This design comes from an exercise in tuning for a short achievable clock period and few clock cycles per item on the open sky130 flow, not from production work.
RTL that was checked went through simulation tests only; none was proved equivalent to the original.
The flow treats the clock pin as an ideal source. Dropping or thinning the clock tree relies on that and would not hold on a real chip.
Power and IR drop assume default switching activity.

==> zinc: inputs <==
==> flow/design.v (excerpt) <==
module dma_write_top (
    input  logic                   clk,
    input  logic                   reset,
    input  logic                   desc_push,
    input  logic [31:0]            desc_control,
    input  logic [31:0]            desc_pkt_begin,
    input  logic [31:0]            desc_pkt_end,
    input  logic [31:0]            desc_write_address,
    output logic                   desc_full,
    input  logic                   data_push,
    input  avalon_pkg::bus_word_t  data_in,
    output logic                   data_full,
    output avalon_pkg::bus_addr_t  avm_address,
    output avalon_pkg::bus_word_t  avm_writedata,
    output logic                   avm_write,
    output avalon_pkg::burst_cnt_t avm_burstcount,
    input  logic                   avm_waitrequest,
    output logic                   busy,
    output logic                   done_irq,
    output logic [15:0]            xfer_count,
    output logic [15:0]            drop_count
);
    localparam int DQ = 4;  
    localparam int XQ = 4;  
    logic        di_v;
    logic        di_irq;
    logic [31:0] di_beg, di_end, di_adr;
    always_ff @(posedge clk) begin
        di_irq <= desc_control[dma_pkg::CTRL_IRQ_EN];
        di_beg <= desc_pkt_begin;
        di_end <= desc_pkt_end;
        di_adr <= desc_write_address;
        if (!reset) di_v <= 1'b0;
        else        di_v <= desc_push && !desc_full;
    end
  ...
export LEC_CHECK = 0
export CAP_MARGIN = 20
export CORE_MARGIN = 2
export CORE_UTILIZATION = 40
export SETUP_SLACK_MARGIN = 3.5
export SLEW_MARGIN = 20
create_clock -name core_clock -period 5.0 [get_ports {clk}]
standard.sh (not shown) runs the stock make flow with config.mk's settings and CLKGATE_MAP_FILE= SYNTH_SCRIPT=/design/flow/synth_recipe.tcl, a recipe that flattens the netlist after the stock synthesis.
==> flow/flow/run.sh <==
#!/bin/bash
# The standard layout, except that the clock tree is built by flow/pre_cts.tcl.
# ORFS writes each step's log under orfs/logs; make's own output goes to standard_flow.log.
set -euo pipefail
export PRE_CTS_TCL="$PWD/flow/pre_cts.tcl"
bash standard.sh > standard_flow.log 2>&1
==> flow/flow/clock_tree.tcl <==
# Two-level clock tree: a few root buffers on the clock port, each driving leaf buffers that
# each drive a compact group of flip-flop clock pins.
proc ct_centroid {pts} {
  set sx 0; set sy 0
  foreach p $pts { set sx [expr {$sx + [lindex $p 1]}]; set sy [expr {$sy + [lindex $p 2]}] }
  set n [llength $pts]
  return [list [expr {$sx / $n}] [expr {$sy / $n}]]
}
# split points {id x y} into k groups of near equal size by recursive bisection
proc ct_split {pts k} {
  if {$k <= 1} { return [list $pts] }
  set xs [lmap p $pts {lindex $p 1}]; set ys [lmap p $pts {lindex $p 2}]
  set dx [expr {[tcl::mathfunc::max {*}$xs] - [tcl::mathfunc::min {*}$xs]}]
  set dy [expr {[tcl::mathfunc::max {*}$ys] - [tcl::mathfunc::min {*}$ys]}]
  set idx [expr {$dx >= $dy ? 1 : 2}]
  set s [lsort -real -index $idx $pts]
  set k1 [expr {$k / 2}]; set k2 [expr {$k - $k1}]
  set n1 [expr {int(round(double([llength $s]) * $k1 / $k))}]
  set a [lrange $s 0 [expr {$n1 - 1}]]; set b [lrange $s $n1 end]
  return [concat [ct_split $a $k1] [ct_split $b $k2]]
}
proc build_clock_tree {clk_net_name nroot leaf_size buf} {
  set block [ord::get_db_block]
  set master [[ord::get_db] findMaster $buf]
  set clknet [$block findNet $clk_net_name]
  set sinks {}
  set i 0
  foreach it [$clknet getITerms] {
    set inst [$it getInst]
    set bb [$inst getBBox]
    set x [expr {([$bb xMin] + [$bb xMax]) / 2}]; set y [expr {([$bb yMin] + [$bb yMax]) / 2}]
    lappend sinks [list $i $x $y]
    set term($i) $it
    incr i
  }
  set n [llength $sinks]
  set nleaf [expr {int(ceil(double($n) / $leaf_size))}]
  if {$nleaf < $nroot} { set nleaf $nroot }
  # leaves grouped by root first, so each root's leaves are compact
  set groups [ct_split $sinks $nroot]
  set li 0
  set ri 0
  set mw [$master getWidth]; set mh [$master getHeight]
  foreach g $groups {
    set nl [expr {int(round(double([llength $g]) * $nleaf / $n))}]
    if {$nl < 1} { set nl 1 }
    set rnet [odb::dbNet_create $block "clknet_root_$ri"]
    $rnet setSigType CLOCK
    set leafpts {}
    foreach c [ct_split $g $nl] {
      set lnet [odb::dbNet_create $block "clknet_leaf_$li"]
      $lnet setSigType CLOCK
      foreach p $c {
        set it $term([lindex $p 0])
        $it disconnect
        $it connect $lnet
      }
      lassign [ct_centroid $c] cx cy
      set b [odb::dbInst_create $block $master "clkbuf_leaf_$li"]
      $b setLocation [expr {int($cx - $mw / 2)}] [expr {int($cy - $mh / 2)}]
      $b setPlacementStatus PLACED
      [$b findITerm A] connect $rnet
      [$b findITerm X] connect $lnet
      lappend leafpts [list $li $cx $cy]
      incr li
    }
    lassign [ct_centroid $leafpts] cx cy
    set r [odb::dbInst_create $block $master "clkbuf_root_$ri"]
    $r setLocation [expr {int($cx - $mw / 2)}] [expr {int($cy - $mh / 2)}]
    $r setPlacementStatus PLACED
    [$r findITerm A] connect $clknet
    [$r findITerm X] connect $rnet
    incr ri
  }
  $clknet setSigType CLOCK
  puts "build_clock_tree: $n sinks, $ri root buffers, $li leaf buffers"
}
==> flow/flow/pre_cts.tcl <==
# Sourced by ORFS's cts.tcl before its clock_tree_synthesis call (PRE_CTS_TCL).
# Builds a two-level clock tree (root buffers on the clock port, leaf buffers on groups of
# flip-flops) in place of TritonCTS, then lets cts.tcl go on with legalisation and repair.
source [file join [file dirname [info script]] clock_tree.tcl]
build_clock_tree clk 4 28 sky130_fd_sc_hd__clkbuf_16
global_connect
set_propagated_clock [all_clocks]
rename clock_tree_synthesis __triton_clock_tree_synthesis
proc clock_tree_synthesis {args} {
  puts "clock tree built by pre_cts.tcl; clock_tree_synthesis $args skipped"
}
==> pepper: changes against zinc <==
==> flow/flow/pre_cts.tcl (replaced) <==
# Sourced by ORFS's cts.tcl before its clock_tree_synthesis call (PRE_CTS_TCL).
# Builds a two-level clock tree (root buffers on the clock port, leaf buffers on groups of
# flip-flops) in place of TritonCTS, then lets cts.tcl go on with legalisation and repair.
source [file join [file dirname [info script]] clock_tree.tcl]
build_clock_tree clk 4 20 sky130_fd_sc_hd__clkbuf_16
global_connect
set_propagated_clock [all_clocks]
rename clock_tree_synthesis __triton_clock_tree_synthesis
proc clock_tree_synthesis {args} {
  puts "clock tree built by pre_cts.tcl; clock_tree_synthesis $args skipped"
}
==> delta: changes against zinc <==
--- a/flow/design.v
+++ b/flow/design.v
@@ -291,36 +291,49 @@
             ck_one = ck_one && !(w_x[i+1] ^ (w_x[i] && beg_w[i]));
         end
     end
     logic        c2_v, c2_irq, c2_al, c2_eq, c2_eq1, c2_gt, c2_lt, c2_ok, c2_one;
     logic [4:0]  c2_lo;
-    logic [3:0]  c2_ehi, c2_bhi;
+    logic [3:0]  c2_hi0, c2_hi1;
     logic [7:0]  c2_cnt;
     logic [31:0] c2_adr;
     always_ff @(posedge clk) begin
         c2_irq <= di_irq;
         c2_adr <= di_adr;
         c2_lo  <= cnt_lo;
-        c2_ehi <= end_w[7:4];
-        c2_bhi <= beg_w[7:4];
+        c2_hi0 <= end_w[7:4] - beg_w[7:4];
+        c2_hi1 <= end_w[7:4] + ~beg_w[7:4];
         c2_one <= ck_one;
         c2_al  <= ck_al;
         c2_eq  <= ck_eq;
         c2_eq1 <= ck_eq1;
         c2_gt  <= (end_w > beg_w);
         c2_lt  <= (end_w < beg_w);
         if (!reset) c2_v <= 1'b0;
         else        c2_v <= di_v;
     end
     assign c2_ok  = c2_al && ((c2_eq && c2_gt) || (c2_eq1 && c2_lt));
-    assign c2_cnt = {c2_ehi - c2_bhi - {3'd0, c2_lo[4]}, c2_lo[3:0]};
+    assign c2_cnt = {c2_lo[4] ? c2_hi1 : c2_hi0, c2_lo[3:0]};
+    function automatic logic [7:0] inc8(input logic [7:0] x);
+        for (int i = 0; i < 8; i++) inc8[i] = x[i] ^ (&(x | ~((8'd1 << i) - 8'd1)));
+    endfunction
     logic dq_push, c2_drop;
     assign dq_push = c2_v && c2_ok;
     assign c2_drop = c2_v && !c2_ok;
+    logic [15:0] drop_p1;
+    logic        drop_p1_ff;
     always_ff @(posedge clk) begin
-        if (!reset)       drop_count <= 16'd0;
-        else if (c2_drop) drop_count <= drop_count + 16'd1;
+        if (!reset) begin
+            drop_count <= 16'd0;
+            drop_p1    <= 16'd1;
+            drop_p1_ff <= 1'b0;
+        end else if (c2_drop) begin
+            drop_count       <= drop_p1;
+            drop_p1[7:0]     <= inc8(drop_p1[7:0]);
+            drop_p1_ff       <= (drop_p1[7:0] == 8'hfe);
+            if (drop_p1_ff) drop_p1[15:8] <= inc8(drop_p1[15:8]);
+        end
     end
     logic [31:0]   dq_adr [DQ];
     logic [7:0]    dq_cnt [DQ];
     logic [DQ-1:0] dq_irq, dq_one;
     logic [DQ-1:0] dq_wp, dq_rp;    
@@ -354,18 +367,23 @@
     logic [31:0] cur_adr;
     logic [7:0]  cur_cnt, cur_left;
     logic        sv, s_last, s_irq;
     logic [31:0] s_adr, s_d;
     logic [7:0]  s_cnt;
-    logic        ov, o_last, o_irq;
+    logic        ov, ov_i, o_last, o_irq;  
+    localparam int NG = 9;                 
+    logic [NG-1:0] ov_g, hold_g;
+    logic        rst_q;                    
+    logic        inc_r;                    
     logic [31:0] o_adr, o_d;
     logic [7:0]  o_cnt;
     logic fire, load, hold, acc;
     assign fire = cur_v && xq_n[0] && !sv;
     assign load = dq_n[0] && (!cur_v || (fire && cur_last));
-    assign hold = ov && avm_waitrequest;
-    assign acc  = ov && !avm_waitrequest;
+    assign hold = ov_i && avm_waitrequest;
+    assign acc  = ov_i && !avm_waitrequest;
+    assign hold_g = ov_g & {NG{avm_waitrequest}};
     always_ff @(posedge clk) begin
         for (int i = 0; i < DQ; i++) begin
             if (dq_push && dq_wp[i]) begin
                 dq_adr[i] <= c2_adr;
                 dq_cnt[i] <= c2_cnt;
@@ -457,37 +475,51 @@
         end
         if (!reset) sv <= 1'b0;
         else        sv <= hold && (sv || fire);
     end
     logic [15:0] xfer_p1;  
+    logic        xfer_p1_ff;
     always_ff @(posedge clk) begin
-        if (!reset) begin
-            o_d    <= '0;
-            o_adr  <= '0;
+        rst_q <= reset;
+        for (int k = 0; k < 4; k++) begin
+            if (!rst_q)            o_d[8*k +: 8] <= '0;
+            else if (!hold_g[k])   o_d[8*k +: 8] <= sv ? s_d[8*k +: 8] : xh_d[8*k +: 8];
+            if (!rst_q)            o_adr[8*k +: 8] <= '0;
+            else if (!hold_g[4+k]) o_adr[8*k +: 8] <= sv ? s_adr[8*k +: 8] : cur_adr[8*k +: 8];
+        end
+        if (!rst_q) begin
             o_cnt  <= '0;
             o_last <= 1'b0;
             o_irq  <= 1'b0;
-        end else if (!hold) begin
-            o_d    <= sv ? s_d    : xh_d;
-            o_adr  <= sv ? s_adr  : cur_adr;
+        end else if (!hold_g[8]) begin
             o_cnt  <= sv ? s_cnt  : cur_cnt;
             o_last <= sv ? s_last : cur_last;
             o_irq  <= sv ? s_irq  : cur_irq;
         end
         if (!reset) begin
             ov         <= 1'b0;
+            ov_i       <= 1'b0;
+            ov_g       <= '0;
             busy       <= 1'b0;
             done_irq   <= 1'b0;
+            inc_r      <= 1'b0;
             xfer_count <= 16'd0;
             xfer_p1    <= 16'd1;
+            xfer_p1_ff <= 1'b0;
         end else begin
-            ov       <= hold || sv || fire;
-            busy     <= hold || sv || fire || (cur_v && !(fire && cur_last)) || load;
+            ov       <= (ov && avm_waitrequest) || sv || fire;
+            ov_i     <= hold || sv || fire;
+            for (int k = 0; k < NG; k++) ov_g[k] <= hold_g[k] || sv || fire;
+            busy     <= hold || sv || fire || (cur_v && !(fire && cur_last)) || load
+                     || (acc && o_last);
             done_irq <= acc && o_last && o_irq;
-            if (acc && o_last) begin
-                xfer_count <= xfer_p1;
-                xfer_p1    <= xfer_p1 + 16'd1;
+            inc_r    <= acc && o_last;
+            if (inc_r) begin
+                xfer_count   <= xfer_p1;
+                xfer_p1[7:0] <= inc8(xfer_p1[7:0]);
+                xfer_p1_ff   <= (xfer_p1[7:0] == 8'hfe);
+                if (xfer_p1_ff) xfer_p1[15:8] <= inc8(xfer_p1[15:8]);
             end
         end
     end
     assign avm_write      = ov;
     assign avm_address    = o_adr;
==> flow/flow/run.sh (replaced) <==
#!/bin/bash
# The standard layout, except that the clock tree is built by flow/pre_cts.tcl and the
# resizer may change a cell's footprint when it resizes it.
# ORFS writes each step's log under orfs/logs; make's own output goes to standard_flow.log.
set -euo pipefail
export PRE_CTS_TCL="$PWD/flow/pre_cts.tcl"
bash standard.sh MATCH_CELL_FOOTPRINT=0 finish > standard_flow.log 2>&1
--- a/flow/flow/clock_tree.tcl
+++ b/flow/flow/clock_tree.tcl
@@ -17,11 +17,19 @@
   set k1 [expr {$k / 2}]; set k2 [expr {$k - $k1}]
   set n1 [expr {int(round(double([llength $s]) * $k1 / $k))}]
   set a [lrange $s 0 [expr {$n1 - 1}]]; set b [lrange $s $n1 end]
   return [concat [ct_split $a $k1] [ct_split $b $k2]]
 }
-proc build_clock_tree {clk_net_name nroot leaf_size buf} {
+proc ct_out {inst} {
+  foreach it [$inst getITerms] {
+    if {[$it isOutputSignal]} { return $it }
+  }
+  error "no output on [$inst getName]"
+}
+proc build_clock_tree {clk_net_name nroot leaf_size buf {rootbuf ""}} {
+  if {$rootbuf eq ""} { set rootbuf $buf }
+  set rmaster [[ord::get_db] findMaster $rootbuf]
   set block [ord::get_db_block]
   set master [[ord::get_db] findMaster $buf]
   set clknet [$block findNet $clk_net_name]
   set sinks {}
   set i 0
@@ -58,20 +66,20 @@
       lassign [ct_centroid $c] cx cy
       set b [odb::dbInst_create $block $master "clkbuf_leaf_$li"]
       $b setLocation [expr {int($cx - $mw / 2)}] [expr {int($cy - $mh / 2)}]
       $b setPlacementStatus PLACED
       [$b findITerm A] connect $rnet
-      [$b findITerm X] connect $lnet
+      [ct_out $b] connect $lnet
       lappend leafpts [list $li $cx $cy]
       incr li
     }
     lassign [ct_centroid $leafpts] cx cy
-    set r [odb::dbInst_create $block $master "clkbuf_root_$ri"]
-    $r setLocation [expr {int($cx - $mw / 2)}] [expr {int($cy - $mh / 2)}]
+    set r [odb::dbInst_create $block $rmaster "clkbuf_root_$ri"]
+    $r setLocation [expr {int($cx - [$rmaster getWidth] / 2)}] [expr {int($cy - $mh / 2)}]
     $r setPlacementStatus PLACED
     [$r findITerm A] connect $clknet
-    [$r findITerm X] connect $rnet
+    [ct_out $r] connect $rnet
     incr ri
   }
   $clknet setSigType CLOCK
   puts "build_clock_tree: $n sinks, $ri root buffers, $li leaf buffers"
 }
==> flow/flow/pre_cts.tcl (replaced) <==
# Sourced by ORFS's cts.tcl before its clock_tree_synthesis call (PRE_CTS_TCL).
# Builds a two-level clock tree (root buffers on the clock port, leaf buffers on groups of
# flip-flops) in place of TritonCTS, then lets cts.tcl go on with legalisation and repair.
source [file join [file dirname [info script]] clock_tree.tcl]
build_clock_tree clk 4 20 sky130_fd_sc_hd__buf_12 sky130_fd_sc_hd__buf_16
global_connect
set_propagated_clock [all_clocks]
rename clock_tree_synthesis __triton_clock_tree_synthesis
proc clock_tree_synthesis {args} {
  puts "clock tree built by pre_cts.tcl; clock_tree_synthesis $args skipped"
}
==> onyx: changes against zinc <==
--- a/flow/design.v
+++ b/flow/design.v
@@ -261,11 +261,11 @@
         di_adr <= desc_write_address;
         if (!reset) di_v <= 1'b0;
         else        di_v <= desc_push && !desc_full;
     end
     logic [21:0] beg_hi, end_hi, hi_x;
-    logic [7:0]  beg_w, end_w;
+    logic [7:0]  beg_w, end_w, cnt_w;
     logic        ck_al, ck_eq, ck_eq1;
     logic [22:0] hi_x_up;
     assign beg_hi  = di_beg[31:10];
     assign end_hi  = di_end[31:10];
     assign beg_w   = di_beg[9:2];
@@ -279,42 +279,32 @@
         for (int i = 0; i < 22; i++) begin
             ck_eq1 = ck_eq1 && !(hi_x_up[i+1] ^ (hi_x[i] && beg_hi[i]));
         end
     end
     logic [4:0] cnt_lo;
-    assign cnt_lo = {1'b0, end_w[3:0]} - {1'b0, beg_w[3:0]};
-    logic [7:0] w_x;
-    logic       ck_one;
-    assign w_x = beg_w ^ end_w;
-    always_comb begin
-        ck_one = w_x[0];
-        for (int i = 0; i < 7; i++) begin
-            ck_one = ck_one && !(w_x[i+1] ^ (w_x[i] && beg_w[i]));
-        end
-    end
+    logic [3:0] cnt_hi0, cnt_hi1;
+    assign cnt_lo  = {1'b0, end_w[3:0]} - {1'b0, beg_w[3:0]};
+    assign cnt_hi0 = end_w[7:4] - beg_w[7:4];
+    assign cnt_hi1 = end_w[7:4] + ~beg_w[7:4];
+    assign cnt_w   = {cnt_lo[4] ? cnt_hi1 : cnt_hi0, cnt_lo[3:0]};
     logic        c2_v, c2_irq, c2_al, c2_eq, c2_eq1, c2_gt, c2_lt, c2_ok, c2_one;
-    logic [4:0]  c2_lo;
-    logic [3:0]  c2_ehi, c2_bhi;
     logic [7:0]  c2_cnt;
     logic [31:0] c2_adr;
     always_ff @(posedge clk) begin
         c2_irq <= di_irq;
         c2_adr <= di_adr;
-        c2_lo  <= cnt_lo;
-        c2_ehi <= end_w[7:4];
-        c2_bhi <= beg_w[7:4];
-        c2_one <= ck_one;
+        c2_cnt <= cnt_w;
         c2_al  <= ck_al;
         c2_eq  <= ck_eq;
         c2_eq1 <= ck_eq1;
         c2_gt  <= (end_w > beg_w);
         c2_lt  <= (end_w < beg_w);
         if (!reset) c2_v <= 1'b0;
         else        c2_v <= di_v;
     end
     assign c2_ok  = c2_al && ((c2_eq && c2_gt) || (c2_eq1 && c2_lt));
-    assign c2_cnt = {c2_ehi - c2_bhi - {3'd0, c2_lo[4]}, c2_lo[3:0]};
+    assign c2_one = (c2_cnt == 8'd1);
     logic dq_push, c2_drop;
     assign dq_push = c2_v && c2_ok;
     assign c2_drop = c2_v && !c2_ok;
     always_ff @(posedge clk) begin
         if (!reset)       drop_count <= 16'd0;
==> flow/flow/pre_cts.tcl (replaced) <==
# Sourced by ORFS's cts.tcl before its clock_tree_synthesis call (PRE_CTS_TCL).
# Builds a two-level clock tree (root buffers on the clock port, leaf buffers on groups of
# flip-flops) in place of TritonCTS, then lets cts.tcl go on with legalisation and repair.
source [file join [file dirname [info script]] clock_tree.tcl]
build_clock_tree clk 4 20 sky130_fd_sc_hd__clkbuf_16
global_connect
set_propagated_clock [all_clocks]
rename clock_tree_synthesis __triton_clock_tree_synthesis
proc clock_tree_synthesis {args} {
  puts "clock tree built by pre_cts.tcl; clock_tree_synthesis $args skipped"
}
==> comparison <==
Of pepper and delta, delta has the higher register-to-register slack (gap 0.02 ns).
Against delta, the die area of zinc is smaller by 7.6%.
In sequential power, zinc and pepper hardly differ.
Against pepper, the final area of zinc is lower by about 0.55%.
In zinc the sequential cell count is higher than in onyx, by 6.
Testbench counts of zinc, summed over its fixed seeds: cycles 34,223, items 2,400.
Testbench counts of pepper, summed over its fixed seeds: cycles 34,223, items 2,400.
Testbench counts of delta, summed over its fixed seeds: cycles 34,231, items 2,400.
No functional check of the RTL was part of onyx. No run of this note takes its clock network from TritonCTS; it comes from the design's own scripts or RTL.

## re-timing with driven ports
The flow's constraints put no driver on any port. The routed layouts listed below were extracted and timed again, unchanged, in two steps.
Step 1, drivers: a clkbuf_16 drives clk and a buf_2 each remaining input, both assumed.
Step 2 also shifts input and output timing later by t, the mid clock arrival at the registers, as if the neighbouring blocks saw the same clock.
Slacks: no drivers / after step 1 / after step 2; pairs: no drivers / after step 1.
run | t (ns) | setup WS [ns] | worst setup path after step 2 | clock arrival spread, ns
zinc | 0.500 | 3.073 / 3.001 / 2.651 | input to register | 0.017 / 0.017
pepper | 0.516 | 3.083 / 2.959 / 2.650 | input to register | 0.025 / 0.025
delta | 0.499 | 3.147 / 2.999 / 2.935 | input to register | 0.030 / 0.029
onyx | 0.505 | 2.755 / 2.755 / 2.755 | register to register | 0.030 / 0.030
After both steps setup and hold are still met in every run listed. The setup slack of pepper, which loses most, moves by -0.124 ns with the drivers and by -0.433 ns with both steps.
